From an optimization exercise on the open Yosys and OpenROAD flow, aimed at small area, a short achievable clock period and few clock cycles per item; shortcuts taken in it are not production practice.
The RTL was checked by simulation tests, not by an equivalence proof against the original design.
No activity file was given, so power comes from the tool's default toggle rates.

==> design.v <==
module particle_force_euler_step #(
    parameter int unsigned FRAC_BITS = 16
) (
    input  logic          aclk,
    input  logic          aresetn,
    input  logic          s_tvalid,
    output logic          s_tready,
    input  logic [87:0]   s_tdata,
    input  logic [1:0]    s_tuser,
    output logic          m_tvalid,
    input  logic          m_tready,
    output logic [159:0]  m_tdata,
    output logic [0:0]    m_tuser,
    input  logic          cfg_wr_en,
    input  logic [2:0]    cfg_addr,
    input  logic [31:0]   cfg_wdata
);
    function automatic logic [2:0] top_quad(input logic [31:0] v);
        logic [32:0] e;
        e = {v, 1'b0};
        top_quad = 3'd0;
        for (int c = 1; c < 8; c++) begin
            if (!(e[4*c +: 5] == 5'h00 || e[4*c +: 5] == 5'h1F)) top_quad = c[2:0];
        end
    endfunction
    function automatic logic [5:0] quad_digits(input logic [31:0] v, input logic [2:0] c);
        logic [32:0] e;
        logic [4:0]  w;
        e = {v, 1'b0};
        w = e[4*c +: 5];
        quad_digits = {w[4:2], w[2:0]};
    endfunction
    localparam logic [5:0] DIG_ADD  = 6'b000_001;    
    localparam logic [5:0] DIG_ZERO = 6'd0;
    function automatic logic [2:0] booth_dec(input logic [2:0] x);
        booth_dec = {x[2] & ~(x[1] & x[0]),
                     (x[2] & ~x[1] & ~x[0]) | (~x[2] & x[1] & x[0]),
                     x[1] ^ x[0]};
    endfunction
    function automatic logic [34:0] booth_row(input logic [2:0] d, input logic [31:0] md,
                                               input logic pneg);
        logic neg;
        logic [33:0] sel;
        neg = d[2] ^ pneg;
        sel = d[0] ? {{2{md[31]}}, md} : d[1] ? {md[31], md, 1'b0} : 34'd0;
        booth_row = {neg, sel ^ {34{neg}}};
    endfunction
    function automatic logic [63:0] bk_add(input logic [63:0] x, input logic [63:0] z);
        logic [63:0] g, p, gg, pp;
        g = x & z;
        p = x ^ z;
        gg = g;
        pp = p;
        for (int l = 1; l < 64; l = l * 2)
            for (int i = 2 * l - 1; i < 64; i += 2 * l) begin
                gg[i] = gg[i] | (pp[i] & gg[i - l]);
                pp[i] = pp[i] & pp[i - l];
            end
        for (int l = 16; l >= 1; l = l / 2)
            for (int i = 3 * l - 1; i < 64; i += 2 * l) begin
                gg[i] = gg[i] | (pp[i] & gg[i - l]);
                pp[i] = pp[i] & pp[i - l];
            end
        bk_add = p ^ {gg[62:0], 1'b0};
    endfunction
    function automatic logic [127:0] csa(input logic [63:0] a, input logic [63:0] b,
                                         input logic [63:0] c, input logic cin);
        csa = {((a[62:0] & b[62:0]) | (a[62:0] & c[62:0]) | (b[62:0] & c[62:0])), cin,
               a ^ b ^ c};
    endfunction
    function automatic logic [63:0] mac_add(input logic [63:0] base, input logic [34:0] r1,
                                            input logic [34:0] r0, input logic cin);
        logic [127:0] l1;
        logic [63:0]  q1, q0;
        q1 = {28'hFFF_FFFF, ~r1[33], r1[32:0], 2'd0};
        q0 = {29'd0, ~r0[33], r0[33], r0[33], r0[32:0]};
        l1 = csa(base, q1, q0, cin);
        mac_add = l1[63:0] + l1[127:64];
    endfunction
    function automatic logic [32:0] clamp64(input logic [63:0] x);
        if (!x[63] && x[62:31] != 32'd0)             clamp64 = {1'b1, 32'h7FFF_FFFF};
        else if (x[63] && x[62:31] != 32'hFFFF_FFFF) clamp64 = {1'b1, 32'h8000_0000};
        else                                         clamp64 = {1'b0, x[31:0]};
    endfunction
    function automatic logic small32(input logic [31:0] v);
        small32 = v[31] == v[30];
    endfunction
    function automatic logic smallp(input logic [63:0] w);
        smallp = (w[63:46] == 18'd0) || (w[63:46] == 18'h3FFFF);
    endfunction
    function automatic logic [2:0] bound_quad(input logic [31:0] v, input logic [63:0] w);
        logic [47:0] p, u;
        logic [49:0] s;
        p = w[63:16];
        u = ({{16{v[31]}}, v} ^ {{17{v[31]}}, v[31:1]}) | (p ^ {p[47], p[47:1]});
        s = {u, 2'b00};
        bound_quad = 3'd0;
        for (int c = 1; c < 8; c++) if (s[4*c +: 4] != 4'd0) bound_quad = c[2:0];
        if (s[49:32] != 18'd0) bound_quad = 3'd7;
    endfunction
    function automatic logic [2:0] max2(input logic [2:0] a, input logic [2:0] b);
        max2 = (a > b) ? a : b;
    endfunction
    logic [30:0]        mass_r, drag_r;
    logic               mzero_r;
    logic [2:0]         drag_tq;
    logic [31:0]        grav_r, wind_r, sx_r, sy_r, svx_r, svy_r;
    logic [31:0]        px_r, py_r, vx_r, vy_r;
    logic [31:0]        spd_r;           
    logic               sat_r;
    logic               mvalid_r;
    logic [63:0]        wx_r, wy_r;
    logic [35:0]        ax_r;            
    logic [33:0]        ay_r;            
    logic [16:0]        dt_r;
    logic [2:0]         dt_tq;
    logic               coll_r, rst_r;
    logic               negx_r, negy_r, dfirst_r;
    logic [4:0]         cnt_r;
    logic [2:0]         cnty_r;
    logic [5:0]         digx_r, digy_r;  
    logic               firstx_r, firsty_r;
    localparam int I_IDLE = 0, I_KS = 1, I_KSX = 2, I_DX = 3, I_F = 4, I_FS = 5, I_DIV = 6,
                   I_AX = 7, I_V = 8, I_VS = 9, I_SQ = 10, I_SUM = 11, I_SQRT = 12,
                   I_WAIT = 13;
    localparam int NS = 14;
    localparam int Y_DONE = 0, Y_MX = 1, Y_UX = 2, Y_MY = 3, Y_UY = 4, Y_FIN = 5;
    localparam int NY = 6;
    logic [NS-1:0] st_r, st_n;
    logic [NY-1:0] yst_r, yst_n;
    logic s_idle, s_ks, s_ksx, s_dx, s_f, s_fs, s_div, s_ax, s_v, s_vs, s_sq, s_sum, s_sqrt,
          s_wait;
    assign s_idle = st_r[I_IDLE];
    assign s_ks   = st_r[I_KS];
    assign s_ksx  = st_r[I_KSX];
    assign s_dx   = st_r[I_DX];
    assign s_f    = st_r[I_F];
    assign s_fs   = st_r[I_FS];
    assign s_div  = st_r[I_DIV];
    assign s_ax   = st_r[I_AX];
    assign s_v    = st_r[I_V];
    assign s_vs   = st_r[I_VS];
    assign s_sq   = st_r[I_SQ];
    assign s_sum  = st_r[I_SUM];
    assign s_sqrt = st_r[I_SQRT];
    assign s_wait = st_r[I_WAIT];
    logic [30:0] m_div;
    assign m_div = {mass_r[30:1], mass_r[0] | mzero_r};
    logic [31:8] fmask;
    always_comb begin
        for (int i = 8; i < 32; i++) fmask[i] = (m_div >> (i - 7)) == 31'd0;
    end
    logic start;        
    logic drag_wr_r;
    assign start = s_idle && s_tvalid && (!mvalid_r || m_tready) && !drag_wr_r;
    logic y_fin;        
    assign y_fin = yst_r[Y_DONE] || yst_r[Y_FIN];
    logic cnt0;
    assign cnt0 = (cnt_r == 5'd0);
    logic sqrt_last;
    assign sqrt_last = s_sqrt && cnt0;
    logic accept;
    assign accept = (sqrt_last || s_wait) && y_fin;
    assign s_tready = accept;
    logic        drag_wr;
    logic [2:0]  drag_tq_nx;
    assign drag_wr    = cfg_wr_en && cfg_addr == 3'd2;
    assign drag_tq_nx = top_quad({1'b0, cfg_wdata[30:0]});
    always_ff @(posedge aclk) drag_wr_r <= aresetn && drag_wr;
    logic        div_go;        
    logic        pnx_n, pny_n;  
    logic [31:0] amd_x, amd_y;
    logic        apn_x, apn_y, abig_x, abig_y, asat_x, asat_y;
    always_ff @(posedge aclk) begin
        if (div_go) begin
            abig_x <= ax_r[31] | ax_r[30] | ax_r[29];
            abig_y <= ay_r[31] | ay_r[30] | ay_r[29];
        end
    end
    assign amd_x  = abig_x ? (negx_r ? 32'h8000_0000 : 32'h7FFF_FFFF) : ax_r[31:0];
    assign amd_y  = abig_y ? (negy_r ? 32'h8000_0000 : 32'h7FFF_FFFF) : ay_r[31:0];
    assign apn_x  = negx_r & ~abig_x;
    assign apn_y  = negy_r & ~abig_y;
    assign pnx_n  = st_n[I_AX] & negx_r & ~(s_div ? (ax_r[31] | ax_r[30] | ax_r[29]) : abig_x);
    assign pny_n  = st_n[I_AX] & negy_r & ~(s_div ? (ay_r[31] | ay_r[30] | ay_r[29]) : abig_y);
    assign asat_x = ax_r[33] | ax_r[32] | (ax_r[31] & (~negx_r | (ax_r[30:0] != 31'd0)));
    assign asat_y = ay_r[33] | ay_r[32] | (ay_r[31] & (~negy_r | (ay_r[30:0] != 31'd0)));
    logic y_mx, y_ux, y_my, y_uy;
    assign y_mx = yst_r[Y_MX];
    assign y_ux = yst_r[Y_UX];
    assign y_my = yst_r[Y_MY];
    assign y_uy = yst_r[Y_UY];
    logic [31:0] mdx, mdy;
    assign mdx = s_ax ? amd_x : (s_idle | s_ks) ? {1'b0, spd_r[30:0]} : mdx_r;
    assign mdy = s_ax ? amd_y : mdy_r;
    logic addx, addy, inv;
    assign addx = s_f | s_v;                     
    assign addy = s_f | s_v | y_ux | y_uy;
    assign inv  = s_f & ~coll_r;                 
    logic [34:0] r1x, r0x, r1y, r0y;
    assign r1x = booth_row(digx_r[5:3],  mdx, 1'b0);
    assign r0x = booth_row(digx_r[2:0],  mdx, 1'b0);
    assign r1y = booth_row(digy_r[5:3],  mdy, 1'b0);
    assign r0y = booth_row(digy_r[2:0],  mdy, 1'b0);
    logic [63:0] basex, basey;
    always_comb begin
        if (addx) basex = {{16{wx_r[63]}}, wx_r[63:16]} ^ {64{inv}};
        else begin
            basex = firstx_r ? 64'd0 : {wx_r[59:0], 4'd0};
            basex[0] = r0x[34];
            basex[2] = r1x[34];
        end
        if (addy) basey = {{16{wy_r[63]}}, wy_r[63:16]} ^ {64{inv}};
        else begin
            basey = firsty_r ? 64'd0 : {wy_r[59:0], 4'd0};
            basey[0] = r0y[34];
            basey[2] = r1y[34];
        end
    end
    logic [63:0] macx, macy;
    assign macx = mac_add(basex, r1x, r0x, inv);
    assign macy = mac_add(basey, r1y, r0y, inv);
    logic [32:0] m3_r;            
    logic [63:0] m3_sum;
    assign m3_sum = bk_add({33'd0, m_div}, {32'd0, m_div, 1'b0});
    always_ff @(posedge aclk) m3_r <= m3_sum[32:0];
    logic [32:0] xqx, xqy;
    logic [34:0] d1ax, d1bx, d1tx, d1ay, d1by, d1ty, t2x, t3x, t2y, t3y;
    logic [1:0]  qx, qy;
    logic [30:0] drx, dry;
    always_comb begin
        xqx = {wx_r[62:32], wx_r[31:30]};
        xqy = {wy_r[62:32], wy_r[31:30]};
        if (s_fs) begin
            d1ax = 35'd0;
            d1bx = {{2{wx_r[32]}}, wx_r[32:0]};
            d1ay = 35'd0;
            d1by = {{2{wy_r[32]}}, wy_r[32:0]};
        end else begin
            d1ax = {2'b00, xqx};
            d1bx = {4'd0, m_div};
            d1ay = {2'b00, xqy};
            d1by = {4'd0, m_div};
        end
        d1tx = d1ax - d1bx;
        d1ty = d1ay - d1by;
        t2x  = {2'b00, xqx} - {3'd0, m_div, 1'b0};
        t2y  = {2'b00, xqy} - {3'd0, m_div, 1'b0};
        t3x  = {2'b00, xqx} - {2'b00, m3_r};
        t3y  = {2'b00, xqy} - {2'b00, m3_r};
        qx   = {~t2x[34], ~t3x[34] | (~d1tx[34] & t2x[34])};
        qy   = {~t2y[34], ~t3y[34] | (~d1ty[34] & t2y[34])};
        drx  = !t3x[34] ? t3x[30:0] : !t2x[34] ? t2x[30:0] : !d1tx[34] ? d1tx[30:0] : xqx[30:0];
        dry  = !t3y[34] ? t3y[30:0] : !t2y[34] ? t2y[30:0] : !d1ty[34] ? d1ty[30:0] : xqy[30:0];
    end
    logic fsmall;
    assign fsmall = 1'b0;
    logic [31:0] fmagx, fmagy;
    assign fmagx = d1tx[34] ? macx[31:0] : d1tx[31:0];
    assign fmagy = d1ty[34] ? macy[31:0] : d1ty[31:0];
    logic fwr;            
    assign fwr = (s_f && fsmall) || s_fs;
    function automatic logic [33:0] force_mag(input logic [63:0] f, input logic [32:0] negf);
        logic hi, lo;
        logic [31:0] mag;
        hi = ~f[63] & (f[62:31] != 32'd0);
        lo = f[63] & (f[62:31] != 32'hFFFF_FFFF);
        if (!f[63]) mag = hi ? 32'h7FFF_FFFF : f[31:0];
        else        mag = lo ? 32'h8000_0000 : negf[31:0];
        force_mag = {hi | lo, f[63], mag};
    endfunction
    logic [33:0] fsx, fsy;
    assign fsx = force_mag(wx_r, d1tx[32:0]);
    assign fsy = force_mag(wy_r, d1ty[32:0]);
    logic fastx, fasty;
    assign fastx = (wx_r[55:32] & fmask) == 24'd0;
    assign fasty = (wy_r[55:32] & fmask) == 24'd0;
    logic vsmall;
    assign vsmall = 1'b0;
    logic [2:0] v_tq;
    assign v_tq = max2(bound_quad(vx_r, wx_r), bound_quad(vy_r, wy_r));
    logic [32:0] cwx, cwy;      
    assign cwx = clamp64(wx_r);
    assign cwy = clamp64(wy_r);
    logic [2:0] vs_tq, r_tq;
    assign vs_tq = max2(top_quad(cwx[31:0]), top_quad(cwy[31:0]));
    assign r_tq  = max2(top_quad(svx_r), top_quad(svy_r));
    logic        ks_sat;
    logic [30:0] ks_val;
    assign ks_sat = wx_r[63:47] != 17'd0;
    assign ks_val = ks_sat ? 31'h7FFF_FFFF : wx_r[46:16];
    logic [2:0] ks_tq;
    assign ks_tq = top_quad({1'b0, ks_val});
    logic [63:0] ssum;
    logic        skip16, skip20;
    assign ssum   = bk_add(wx_r, wy_r);
    assign skip16 = (wx_r[63:47] == 17'd0) && (wy_r[63:47] == 17'd0);
    assign skip20 = (wx_r[63:43] == 21'd0) && (wy_r[63:43] == 21'd0);
    logic [37:0] sxq;
    logic [38:0] ss1, ss2, ss3;
    logic [77:0] ss3c;
    logic [1:0]  sdg;
    logic [35:0] sr2;
    logic [31:0] sq2;
    always_comb begin
        sxq  = {ax_r[33:0], wx_r[63:60]};
        ss1  = {1'b0, sxq} - {4'd0, spd_r, 3'b001};
        ss2  = {1'b0, sxq} - {3'd0, spd_r, 4'b0100};
        ss3c = {({1'b0, sxq} & ~{3'd0, spd_r, 4'b0000}) | ({1'b0, sxq} & ~{4'd0, spd_r, 3'b111}) |
                (~{3'd0, spd_r, 4'b0000} & ~{4'd0, spd_r, 3'b111}),
                {1'b0, sxq} ^ ~{3'd0, spd_r, 4'b0000} ^ ~{4'd0, spd_r, 3'b111}};
        ss3  = ss3c[38:0] + {ss3c[76:39], 1'b0};
        sdg  = {~ss2[38], ~ss3[38] | (~ss1[38] & ss2[38])};
        sr2  = !ss3[38] ? ss3[35:0] : !ss2[38] ? ss2[35:0] : !ss1[38] ? ss1[35:0] : sxq[35:0];
        sq2  = {spd_r[29:0], sdg};
    end
    always_ff @(posedge aclk) begin
        if (!aresetn) begin
            mass_r   <= 31'(1 << FRAC_BITS);
            mzero_r  <= 1'b0;
            grav_r   <= -32'sd642908;
            drag_r   <= '0;
            drag_tq  <= 3'd0;
            wind_r   <= '0;
            sx_r     <= '0;
            sy_r     <= '0;
            svx_r    <= '0;
            svy_r    <= '0;
        end else if (cfg_wr_en) begin
            case (cfg_addr)
                3'd0: begin
                    mass_r  <= cfg_wdata[30:0];
                    mzero_r <= cfg_wdata[30:0] == 31'd0;
                end
                3'd1: grav_r <= cfg_wdata;
                3'd2: begin
                    drag_r  <= cfg_wdata[30:0];
                    drag_tq <= drag_tq_nx;
                end
                3'd3: wind_r <= cfg_wdata;
                3'd4: sx_r   <= cfg_wdata;
                3'd5: sy_r   <= cfg_wdata;
                3'd6: svx_r  <= cfg_wdata;
                default: svy_r <= cfg_wdata;
            endcase
        end
    end
    logic [4:0]  cnt_n;
    logic [2:0]  cnty_n;
    logic [5:0]  digx_n, digy_n;
    logic        firstx_n, firsty_n;
    assign div_go = s_div && !(dfirst_r && !(fastx && fasty));
    always_comb begin
        st_n     = st_r;
        cnt_n    = cnt_r - 5'd1;
        digx_n   = DIG_ZERO;
        digy_n   = DIG_ZERO;
        firstx_n = 1'b0;
        if (s_ks) begin
            if (cnt0) st_n = NS'(1) << I_KSX;
            else      digx_n = quad_digits({1'b0, drag_r}, cnt_n[2:0]);
        end
        if (s_ksx) begin
            st_n     = NS'(1) << I_DX;
            cnt_n    = {2'd0, ks_tq};
            digx_n   = quad_digits({1'b0, ks_val}, ks_tq);
            digy_n   = quad_digits({1'b0, ks_val}, ks_tq);
            firstx_n = 1'b1;
        end
        if (s_dx) begin
            if (cnt0) begin
                st_n   = NS'(1) << I_F;
                digx_n = DIG_ADD;
                digy_n = DIG_ADD;
            end else begin
                digx_n = quad_digits({1'b0, ax_r[30:0]}, cnt_n[2:0]);
                digy_n = quad_digits({1'b0, ax_r[30:0]}, cnt_n[2:0]);
            end
        end
        if (s_f) begin
            st_n  = fsmall ? NS'(1) << I_DIV : NS'(1) << I_FS;
            cnt_n = 5'd11;
        end
        if (s_fs) begin
            st_n  = NS'(1) << I_DIV;
            cnt_n = 5'd11;
        end
        if (s_div) begin
            if (!div_go) cnt_n = 5'd16;
            else if (cnt0) begin
                st_n     = NS'(1) << I_AX;
                cnt_n    = {2'd0, dt_tq};
                digx_n   = quad_digits({15'd0, dt_r}, dt_tq);
                digy_n   = quad_digits({15'd0, dt_r}, dt_tq);
                firstx_n = 1'b1;
            end
        end
        if (s_ax) begin
            if (cnt0) begin
                st_n   = NS'(1) << I_V;
                digx_n = DIG_ADD;
                digy_n = DIG_ADD;
            end else begin
                digx_n = quad_digits({15'd0, dt_r}, cnt_n[2:0]);
                digy_n = quad_digits({15'd0, dt_r}, cnt_n[2:0]);
            end
        end
        if (s_v) begin
            if (vsmall) begin
                st_n     = NS'(1) << I_SQ;
                cnt_n    = {2'd0, v_tq};
                digx_n   = quad_digits(macx[31:0], v_tq);
                digy_n   = quad_digits(macy[31:0], v_tq);
                firstx_n = 1'b1;
            end else begin
                st_n = NS'(1) << I_VS;
            end
        end
        if (s_vs) begin
            st_n     = NS'(1) << I_SQ;
            cnt_n    = {2'd0, vs_tq};
            digx_n   = quad_digits(cwx[31:0], vs_tq);
            digy_n   = quad_digits(cwy[31:0], vs_tq);
            firstx_n = 1'b1;
        end
        if (s_sq) begin
            if (cnt0) st_n = NS'(1) << I_SUM;
            else begin
                digx_n = quad_digits(vx_r, cnt_n[2:0]);
                digy_n = quad_digits(vy_r, cnt_n[2:0]);
            end
        end
        if (s_sum) begin
            st_n  = NS'(1) << I_SQRT;
            cnt_n = skip20 ? 5'd10 : skip16 ? 5'd11 : 5'd15;
        end
        if (sqrt_last && !y_fin) st_n = NS'(1) << I_WAIT;
        if (s_wait && !y_fin)    st_n = NS'(1) << I_WAIT;
        yst_n    = yst_r;
        cnty_n   = cnty_r - 3'd1;
        firsty_n = 1'b0;
        if (s_sum && !rst_r) begin
            yst_n    = NY'(1) << Y_MX;
            cnty_n   = dt_tq;
            digy_n   = quad_digits({15'd0, dt_r}, dt_tq);
            firsty_n = 1'b1;
        end
        if (y_mx || y_my) begin
            if (cnty_r == 3'd0) begin
                yst_n  = yst_r << 1;
                digy_n = DIG_ADD;
            end else begin
                digy_n = quad_digits({15'd0, dt_r}, cnty_n);
            end
        end
        if (y_ux) begin
            yst_n    = NY'(1) << Y_MY;
            cnty_n   = dt_tq;
            digy_n   = quad_digits({15'd0, dt_r}, dt_tq);
            firsty_n = 1'b1;
        end
        if (y_uy)          yst_n = NY'(1) << Y_FIN;
        if (yst_r[Y_FIN])  yst_n = NY'(1) << Y_DONE;
        if (st_n[I_DX] || st_n[I_AX] || st_n[I_SQ]) firsty_n = firstx_n;
        if (accept || s_idle) begin
            st_n     = NS'(1) << I_IDLE;
            digx_n   = quad_digits({1'b0, drag_r}, drag_tq);
            firstx_n = 1'b1;
        end
        if (start) begin
            digy_n   = DIG_ZERO;
            firsty_n = 1'b0;
            if (s_tuser[0]) begin
                st_n     = NS'(1) << I_SQ;
                cnt_n    = {2'd0, r_tq};
                digx_n   = quad_digits(svx_r, r_tq);
                digy_n   = quad_digits(svy_r, r_tq);
                firstx_n = 1'b1;
                firsty_n = 1'b1;
            end else if (s_tuser[1]) begin
                st_n     = NS'(1) << I_F;
                digx_n   = DIG_ZERO;
                firstx_n = 1'b0;
            end else if (drag_tq == 3'd0) begin
                st_n     = NS'(1) << I_KSX;
                firstx_n = 1'b0;
            end else begin
                st_n     = NS'(1) << I_KS;
                cnt_n    = {2'd0, drag_tq - 3'd1};
                digx_n   = quad_digits({1'b0, drag_r}, drag_tq - 3'd1);
                firstx_n = 1'b0;
            end
        end
    end
    logic [31:0] mdx_r, mdy_r;
    always_ff @(posedge aclk) begin
        mdx_r <= '0;
        if (st_n[I_DX] || st_n[I_V]) mdx_r <= vx_r;
        if (st_n[I_F])               mdx_r <= wind_r;
        if (st_n[I_SQ])              mdx_r <= s_idle ? svx_r : s_vs ? cwx[31:0] : vx_r;
        mdy_r <= '0;
        if (st_n[I_DX] || st_n[I_V]) mdy_r <= vy_r;
        if (st_n[I_F])               mdy_r <= grav_r;
        if (st_n[I_SQ])              mdy_r <= s_idle ? svy_r : s_vs ? cwy[31:0] : vy_r;
        if (yst_n[Y_MX])             mdy_r <= vx_r;
        if (yst_n[Y_UX])             mdy_r <= px_r;
        if (yst_n[Y_MY])             mdy_r <= vy_r;
        if (yst_n[Y_UY])             mdy_r <= py_r;
    end
    always_ff @(posedge aclk) begin
        dt_r  <= s_tdata[16:0];
        dt_tq <= top_quad({15'd0, s_tdata[16:0]});
        digx_r   <= {booth_dec(digx_n[5:3]), booth_dec(digx_n[2:0])} ^ {pnx_n, 2'b00, pnx_n, 2'b00};
        digy_r   <= {booth_dec(digy_n[5:3]), booth_dec(digy_n[2:0])} ^ {pny_n, 2'b00, pny_n, 2'b00};
        firstx_r <= firstx_n;
        firsty_r <= firsty_n;
        cnt_r    <= cnt_n;
        cnty_r   <= cnty_n;
        if (!aresetn) begin
            st_r     <= NS'(1) << I_IDLE;
            yst_r    <= NY'(1) << Y_DONE;
            mvalid_r <= 1'b0;
            px_r     <= '0;
            py_r     <= '0;
            vx_r     <= '0;
            vy_r     <= '0;
            spd_r    <= '0;
            sat_r    <= 1'b0;
        end else begin
            st_r  <= st_n;
            yst_r <= yst_n;
            if (mvalid_r && m_tready) mvalid_r <= 1'b0;
            if (accept) mvalid_r <= 1'b1;
            dfirst_r <= 1'b0;
            if (s_idle) begin
                if (start) begin
                    rst_r  <= s_tuser[0];
                    coll_r <= s_tuser[1];
                    sat_r  <= 1'b0;
                    if (s_tuser[0]) begin
                        px_r <= sx_r;
                        py_r <= sy_r;
                        vx_r <= svx_r;
                        vy_r <= svy_r;
                    end
                end
            end
            if (s_ksx) begin
                ax_r <= {5'd0, ks_val};
                if (ks_sat) sat_r <= 1'b1;
            end
            if (s_f) begin
                ax_r <= '0;
                ay_r <= '0;
            end
            if (fwr) begin
                negx_r   <= s_fs ? fsx[32] : ~d1tx[34];
                negy_r   <= s_fs ? fsy[32] : ~d1ty[34];
                dfirst_r <= 1'b1;
            end
            if (s_fs && (fsx[33] | fsy[33])) sat_r <= 1'b1;
            if (s_div) begin
                if (div_go) begin
                    ax_r <= {ax_r[33:0], qx};
                    ay_r <= {ay_r[31:0], qy};
                end
            end
            if (s_ax) begin
                if (asat_x | asat_y) sat_r <= 1'b1;
            end
            if (s_v) begin
                if (vsmall) begin
                    vx_r <= macx[31:0];
                    vy_r <= macy[31:0];
                end
            end
            if (s_vs) begin
                vx_r <= cwx[31:0];
                vy_r <= cwy[31:0];
                if (cwx[32] | cwy[32]) sat_r <= 1'b1;
            end
            if (s_sum) begin
                ax_r  <= '0;
                spd_r <= '0;
            end
            if (s_sqrt) begin
                ax_r  <= sr2;
                spd_r <= sq2;
                if (cnt0 && sq2[31]) begin
                    spd_r <= 32'h7FFF_FFFF;
                    sat_r <= 1'b1;
                end
            end
            if (y_my && firsty_r) begin
                px_r <= cwy[31:0];
                if (cwy[32]) sat_r <= 1'b1;
            end
            if (yst_r[Y_FIN]) begin
                py_r <= cwy[31:0];
                if (cwy[32]) sat_r <= 1'b1;
            end
        end
    end
    logic wmx, wmy;
    assign wmx = (s_idle & ~s_tuser[1]) | s_ks | s_dx | s_ax | s_sq | (s_f & ~fsmall) |
                 (s_v & ~vsmall);
    assign wmy = s_dx | s_ax | s_sq | (s_f & ~fsmall) | (s_v & ~vsmall) | y_mx | y_my |
                 y_ux | y_uy;
    always_ff @(posedge aclk) begin
        if (s_idle) begin
            wx_r <= {{16{s_tdata[48]}}, s_tdata[48:17], 16'd0};
            wy_r <= {{16{s_tdata[80]}}, s_tdata[80:49], 16'd0};
        end
        if (s_div && !div_go) begin
            wx_r <= {10'd0, wx_r[63:10]};
            wy_r <= {10'd0, wy_r[63:10]};
        end
        if (s_sum)  wx_r <= skip20 ? {ssum[43:0], 20'd0} : skip16 ? {ssum[47:0], 16'd0} : ssum;
        if (s_sqrt) wx_r <= {wx_r[59:0], 4'd0};
        if (fwr) begin
            wx_r <= {8'd0, s_fs ? fsx[31:0] : fmagx, 24'd0};
            wy_r <= {8'd0, s_fs ? fsy[31:0] : fmagy, 24'd0};
        end
        if (div_go) begin
            wx_r <= {1'b0, drx, wx_r[29:0], 2'b00};
            wy_r <= {1'b0, dry, wy_r[29:0], 2'b00};
        end
        if (wmx) wx_r <= macx;
        if (wmy) wy_r <= macy;
    end
    assign m_tvalid = mvalid_r;
    assign m_tdata  = {1'b0, spd_r[30:0], vy_r, vx_r, py_r, px_r};
    assign m_tuser  = sat_r;
endmodule
==> flow/run.sh <==
#!/bin/bash
set -euo pipefail
export SETUP_SLACK_MARGIN=6
bash standard.sh > standard_flow.log 2>&1
==> standard.sh <==
#!/bin/bash
# synth_recipe.tcl (not shown) runs the flow's synth.tcl, then flattens the netlist and writes it again
# the make line also repeats each setting of config.mk as NAME=value (left out here)
make -C /OpenROAD-flow-scripts/flow DESIGN_CONFIG=/design/flow/config.mk WORK_HOME=/design/flow/orfs CLKGATE_MAP_FILE= SYNTH_SCRIPT=/design/flow/synth_recipe.tcl "${@:-finish}"
==> config.mk <==
export PLATFORM = sky130hd
export DESIGN_NAME = particle_force_euler_step
export DESIGN_NICKNAME = particle_force_euler_step
export VERILOG_FILES = /design/flow/design.v
export SDC_FILE = /design/flow/constraint.sdc
export NUM_CORES = 4
export LEC_CHECK = 0
export CAP_MARGIN = 20
export CORE_MARGIN = 2
export CORE_UTILIZATION = 40
export SLEW_MARGIN = 30
export TNS_END_PERCENT = 30
==> constraint.sdc <==
create_clock -name core_clock -period 12.0 [get_ports {aclk}]
set_input_delay 2.4000 -clock core_clock [delete_from_list [all_inputs] [get_ports {aclk}]]
set_output_delay 2.4000 -clock core_clock [all_outputs]
set_load 0.01 [all_outputs]
==> out/summary.txt, run 1 <==
status -> finished clean
Netlist cell types -> 101
Worst Setup Start Kind -> flip-flop
via count -> 91700
layout cell share with drive strength beyond 1 -> 9.27%
pin count of the biggest net entering global routing -> 101
fin. max-slew vios -> 0
placed cells -> 13500
syn_area_per_cell -> 7.39 sq um
Non-Filler Instances -> 13800
busiest grt layer -> met2
Yosys reg bits -> 783
RePlAce Congestion -> 1.03
antenna-violating nets left -> 0
Final setup viols -> 0
cells after synthesis -> 11000
RSZ-0062 raised after global routing -> yes
grt met1 use -> 54.4%
cells along the critical path -> buf_12, clkinvlp_4, buf_4, ha_2, nor4b_1, nand4_1, buf_4, buf_4, or2_2, nor2_1, nor2_1, a21oi_1, mux2i_1, or3_1, o31ai_1, o41ai_1, a21oi_2, inv_1, ha_1, a31oi_1, xnor2_1, a21oi_1
synth warn -> 1
clock period minus worst slack -> 6.24 ns
drt wl/cell -> 32.8 microns
CP Class -> reg2reg
latest clock arrival within the worst-skew pair -> 0.79 ns
TNS Setup -> 0 ns
GR Layer Usage met2 -> 58.3%
Peak VDD IR -> 0.000175 V
DIE AREA -> 207000 sq um
area grow syn2layout -> 15.1%
IO Port Bufs -> 284
Tightest Pin Transition -> 1.20 ns
max-cap violation count -> 0
worst rel slew slack -> 19.8%
FMAX -> 160 MHz
Worst Clk Skew -> 0.0552 ns
GRT Util Overall -> 41.1%
initial antenna violation count -> 23
Vias/cell -> 6.65
first-pass GRT wire length -> 622 mm
Post-synth ARST share -> 0%
drt first pass iters -> 9
total leakage power -> 36.1 nW
Clock transition at path regs -> 0.07 ns
CP max stage delay -> 0.94 ns
clock tree root driver cell -> clkbuf_16
Critical Path RT -> 12.61 ns
CTS tree -> yes
IO Pins -> 293
Post-synth EDFFs -> 203
post-synthesis sequential area ratio -> 21.7%
crit share post-route -> 52.0%
commonest non-fill, non-tap cell in the layout -> nand2_1
WP data arrival -> 6.84 ns
Crit path top cell by count -> buf_4
CTS buffer count -> 98
Max stage delay cell, worst path -> a21oi_1
number of DRC markers in iteration 0 -> 13500
hold buffer count at CTS -> 0
PD cells -> 191 nW/um^2
final hold slack -> 0.454 ns
vias in the first global route -> 82900
die width -> 455 microns
Initial Utilization -> 40.3%
crit path capture type -> flip-flop
HPWL Detailed -> 335 mm
M3 GR Usage -> 11.0%
Final #Nets -> 11900
most frequent cells in the layout -> 1409 x nand2_1, 1248 x a21oi_1, 942 x nor2_1
core box area -> 202000 sq um
global route overflow -> 0
H-tree Lvls -> 3
Longest Clk Path Bufs -> 3
DRC -> 0
Rows -> 165
Hold Path Class -> reg2reg
Final Hold Fails -> 0
final WL -> 452 mm
Crit Path Max Fanout -> 20
filler cell count -> 20100
Mapped Area -> 81500 sq um
Die Ht -> 455 microns
most used flip-flop cell after synthesis -> dfxtp_1
syn_nets -> 11900
clock sink count -> 783
## cells in the mapped netlist, types with 210 or more instances
library cell	n	area share [%]
a211oi_1	335	3.1
a21o_1	210	1.9
a21oi_1	1296	8.0
clkbuf_1	718	3.3
dfxtp_1	580	14
ha_1	563	8.6
inv_1	513	2.4
nand2_1	1423	6.6
nor2_1	965	4.4
o21ai_0	687	4.2
xnor2_1	296	3.2
xor2_1	303	3.3
## metrics by stage
step / setup WS (ns) / power, mW / utilization [%] / area [sq um]
after floorplan: 6.04 / 9.69 / - / 81500
final: 5.76 / 17.9 / 46.4 / 93800
after detailed placement: 3.50 / 13.7 / 43.2 / 87400
after CTS: 5.89 / 17.2 / 45.7 / 92500
after global routing: 5.89 / 18.4 / 46.3 / 93800
after global placement: 3.55 / 13.6 / 43.1 / 87200
## cell families after synthesis
group	count (synthesis)	synth area share, %
AOI/OAI and AO/OA	3770	29.3
xor gates and xnor gates	599	6.44
adders and majority gates	719	12.5
buffers and inverters	1355	6.42
DFF	783	21.7
muxes	285	4.28
other	1	0.00460
and+or+nand+nor	3525	19.4
## repair_timing
item | 4_1_cts | 5_1_grt
gates cloned | 9 | 7
setup buffers | 73 | 36
pin swaps | 19 | 40
setup endpoints to repair | 147 | 91
resized for setup | 177 | 167
## cell type report
| cell class | count | area (sq um) | share of cell area (%) |
|---|---|---|---|
| Antenna cell | 13 | 32.5 | 0.0347 |
| Clock buffer | 118 | 2680 | 2.86 |
| Clock inverter | 67 | 842 | 0.898 |
| Inverter | 519 | 1970 | 2.10 |
| Multi-Input combinational cell | 8901 | 60200 | 64.2 |
| Sequential cell | 783 | 17800 | 18.9 |
| Tap cell | 2672 | 3340 | 3.56 |
| Timing Repair Buffer | 725 | 6960 | 7.42 |
## worst max-delay path, delay by kind of cell (launching register included)
| kind | cells | cell delay [ns] |
|---|---|---|
| and+or+nand+nor | 6 | 2.11 |
| muxes | 1 | 0.18 |
| xor gates and xnor gates | 1 | 0.14 |
| DFF | 1 | 0.41 |
| adders and majority gates | 2 | 0.55 |
| buffers and inverters | 6 | 0.98 |
| AOI/OAI and AO/OA | 6 | 1.68 |
## registers in the layout (all words and copies together), names as in the netlist, 33 cells and up
signal  flops
m3_r       33
ay_r       34
wx_r       64
wy_r       64
ax_r       34
## final timing paths
kind | from | end | slack (ns) | cells after the start
setup / recovery | wx_r[62] | digx_r[5] | 5.76 | 22
hold / removal | sy_r[13] | sy_r[13] | 0.45 | 2
setup reg to reg | wx_r[62] | digx_r[5] | 5.76 | 22
hold reg to reg | sy_r[13] | sy_r[13] | 0.45 | 2
## where the power goes
part / internal, mW / switching, mW
Sequential: 2.98 / 0.377
Combinational: 3.75 / 7.45
Clock: 1.90 / 1.42
## metal layers
layer / part of all wire (%) / vias up
met5: 0.024 / -
met4: 8.0 / 16
met3: 12 / 1278
met2: 40 / 6114
met1: 39 / 44400
li1: - / 39900
Testbench counts, summed over its fixed seeds: cycles 116,073, items 2,880.
==> run 2: changes to the inputs <==
==> flow/run.sh (replaced) <==
#!/bin/bash
set -euo pipefail
export SETUP_SLACK_MARGIN=6.5
bash standard.sh > standard_flow.log 2>&1
--- a/config.mk
+++ b/config.mk
@@ -11,2 +11 @@
 export SLEW_MARGIN = 30
-export TNS_END_PERCENT = 30
==> out/summary.txt, run 2 <==
Max stage delay cell, worst path -> o21ai_0
global route overflow -> 0
top-area cell type share of the netlist area -> 14.2%
Post-synth ARST share -> 0%
ranking of synthesized cells by area -> dfxtp_1 14%, ha_1 8.6%, a21oi_1 8.0%
synth warn -> 1
most frequent cell after synthesis -> nand2_1
drt first pass iters -> 9
most frequent cells in the layout -> 1399 x nand2_1, 1201 x a21oi_1, 931 x nor2_1
fin. max-slew vios -> 0
CTS tree -> yes
commonest non-fill, non-tap cell in the layout -> nand2_1
IO Pins -> 293
pin count of the biggest net entering global routing -> 176
Post-synth EDFFs -> 203
status -> finished clean
post-synthesis sequential area ratio -> 21.7%
Final #Nets -> 12100
M3 GR Usage -> 11.1%
Worst Clk Skew -> 0.0805 ns
initial antenna violation count -> 35
max-cap violation count -> 0
CP max stage delay -> 1.03 ns
crit share post-route -> 48.6%
IO Port Bufs -> 284
Rows -> 165
GRT Util Overall -> 41.5%
PD cells -> 190 nW/um^2
Worst path top cell family by delay -> compound AO/OA/AOI/OAI gates
largest registers -> wx_r x64, wy_r x64
TNS Setup -> 0 ns
total leakage power -> 37.6 nW
Crit Path Max Fanout -> 35
Netlist cell types -> 101
Final setup viols -> 0
grt met1 use -> 54.9%
Worst Setup Start Kind -> flip-flop
Peak VDD IR -> 0.000170 V
placed cell area -> 87200 sq um
most used flip-flop cell after synthesis -> dfxtp_1
clock tree root driver cell -> clkbuf_16
Clock transition at path regs -> 0.06 ns
drt wl/cell -> 32.8 microns
cells after synthesis -> 11000
adder-cell share of the synthesized area -> 12.5%
Crit path top cell by count -> buf_4
syn_area_per_cell -> 7.39 sq um
Tightest Pin Transition -> 1.26 ns
area grow syn2layout -> 20.6%
latest clock arrival within the worst-skew pair -> 0.79 ns
main combinational cell family by area after synthesis -> compound AO/OA/AOI/OAI gates
Critical Path RT -> 12.67 ns
buffers plus inverters on the worst setup path -> 6
area of the multi-input gates -> 62700 sq um
multiplexer share of the synthesized area -> 4.28%
Mapped Area -> 81500 sq um
DIE AREA -> 207000 sq um
Post-synth top cells -> 1423 x nand2_1, 1296 x a21oi_1, 965 x nor2_1
HPWL Detailed -> 331 mm
final instance area -> 98300 sq um
H-tree Lvls -> 3
WP data arrival -> 6.50 ns
placed cells -> 13500
Seq. cell area -> 17800 sq um
worst rel slew slack -> 15.2%
first-pass GRT wire length -> 631 mm
busiest grt layer -> met2
via count -> 93500
Final Hold Fails -> 0
Synth Area in Simple Gates -> 19.4%
filler cell count -> 19800
Synth Area in Compound Gates -> 29.3%
DRC -> 0
Die Ht -> 455 microns
hold buffer count at CTS -> 0
CP Class -> reg2reg
Final Core Density -> 48.6%
post-synth top area cell -> dfxtp_1
clock period minus worst slack -> 5.84 ns
die width -> 455 microns
cells along the critical path -> buf_12, clkinvlp_4, buf_4, ha_4, nor3b_2, nand4_1, buf_4, nand2b_1, buf_4, a2111o_1, nand2_1, a211oi_1, a31oi_1, a211oi_1, o21ai_0, a31oi_1, o31ai_2, buf_4, ha_4, nor2b_2, xnor2_1
Longest Clk Path Bufs -> 3
antenna-violating nets left -> 0
xor-xnor portion of the synthesized cell area -> 6.44%
Vias/cell -> 6.68
RePlAce Congestion -> 1.05
final WL -> 459 mm
FMAX -> 171 MHz
GR Layer Usage met2 -> 58.7%
Non-Filler Instances -> 14000
crit path capture type -> flip-flop
RSZ-0062 raised after global routing -> yes
Yosys reg bits -> 783
layout cell share with drive strength beyond 1 -> 13.8%
number of DRC markers in iteration 0 -> 14800
clock sink count -> 783
Hold Path Class -> reg2reg
vias in the first global route -> 84700
Initial Utilization -> 40.3%
syn_nets -> 11900
core box area -> 202000 sq um
CTS buffer count -> 96
[run 2: final timing paths]
kind                     to  depth (start not counted)  slack, ns     start
setup / recovery  digy_r[2]                         21       6.16  wx_r[62]
hold / removal      sx_r[7]                          2       0.45   sx_r[7]
setup reg to reg  digy_r[2]                         21       6.16  wx_r[62]
hold reg to reg     sx_r[7]                          2       0.45   sx_r[7]
[run 2: cell type report]
type                       count  area share (%)
multi-input combinational   8900            63.7
sequential                   783            18.1
timing repair buffer         938            9.38
tap                         2672            3.40
clock buffer                 127            2.74
inverter                     519            2.03
clock inverter                54           0.640
antenna                        7          0.0178
timing repair inverter         1         0.00509
[run 2: metal layers]
| metal | part of all wire (%) | up-vias |
|---|---|---|
| met5 | 0.063 | - |
| met4 | 8.5 | 30 |
| met3 | 13 | 1485 |
| met2 | 40 | 6651 |
| met1 | 39 | 45100 |
| li1 | - | 40200 |
[run 2: per-stage QoR]
stage | setup WS [ns] | hold slack [ns] | total power, mW
after global routing | 6.06 | 0.468 | 19.3
after floorplan | 6.41 | 0.430 | 9.70
after CTS | 6.22 | 0.455 | 17.3
after detailed placement | 3.67 | 0.447 | 13.6
after global placement | 3.70 | 0.440 | 13.5
final | 6.16 | 0.454 | 18.7
[run 2: what timing repair did]
| item | CTS | global route |
|---|---|---|
| gates resized for setup | 401 | 498 |
| cloned | 16 | 9 |
| endpoints found under the setup margin | 175 | 130 |
| setup buffers | 171 | 155 |
| pin swaps | 79 | 194 |
[run 2: power by group]
part	internal (mW)	switching [mW]	total, mW
Combinational	4.32	7.84	12.2
Sequential	2.98	0.353	3.34
Clock	1.78	1.40	3.18
Total	9.08	9.59	18.7
[run 2: cell families (layout without fill, tap and decap cells)]
group / after synthesis / count (layout)
flops: 783 / 783
simple gates: 3525 / 3525
other cells: 1 / 8
compound gates: 3770 / 3770
fa+ha+maj: 719 / 719
mux: 285 / 286
xor+xnor: 599 / 599
buf+inv: 1355 / 1639
[run 2: worst min-delay path: stages (launching register included)]
cell	delay, ns
dfxtp_1	0.31
nand2_1	0.05
a21oi_1	0.05

## afterwards: timing with drivers on the ports
No port has a modelled driver above. Below, the same layouts with a new extraction and two added sets of constraints.
Step 1: set_driving_cell puts a clkbuf_16 on aclk and a buf_2 on each other input, an assumption about the parent block.
Step 2 adds t to the input delays and takes it off the output delays; t is the mean of the earliest and latest rising clock arrival at the registers after step 1. Input paths then give back, and output paths get back, about the clock's delay inside the block.
Slacks: ideal / step 1 / step 2; pairs: ideal / step 1.
| run | shift t [ns] | slack for setup (ns) | hold slack, ns | worst register clock-pin slew, ns |
|---|---|---|---|---|
| run 1 | 0.853 | 5.762 / 5.762 / 5.424 | 0.454 / 0.454 / 0.454 | 0.07 / 0.07 |
| run 2 | 0.848 | 6.163 / 6.163 / 5.687 | 0.454 / 0.454 / 0.454 | 0.08 / 0.08 |
After both steps setup and hold are still met in every run listed. The setup slack of run 2, which loses most, moves by 0.000 ns with the drivers and by -0.476 ns with both steps.
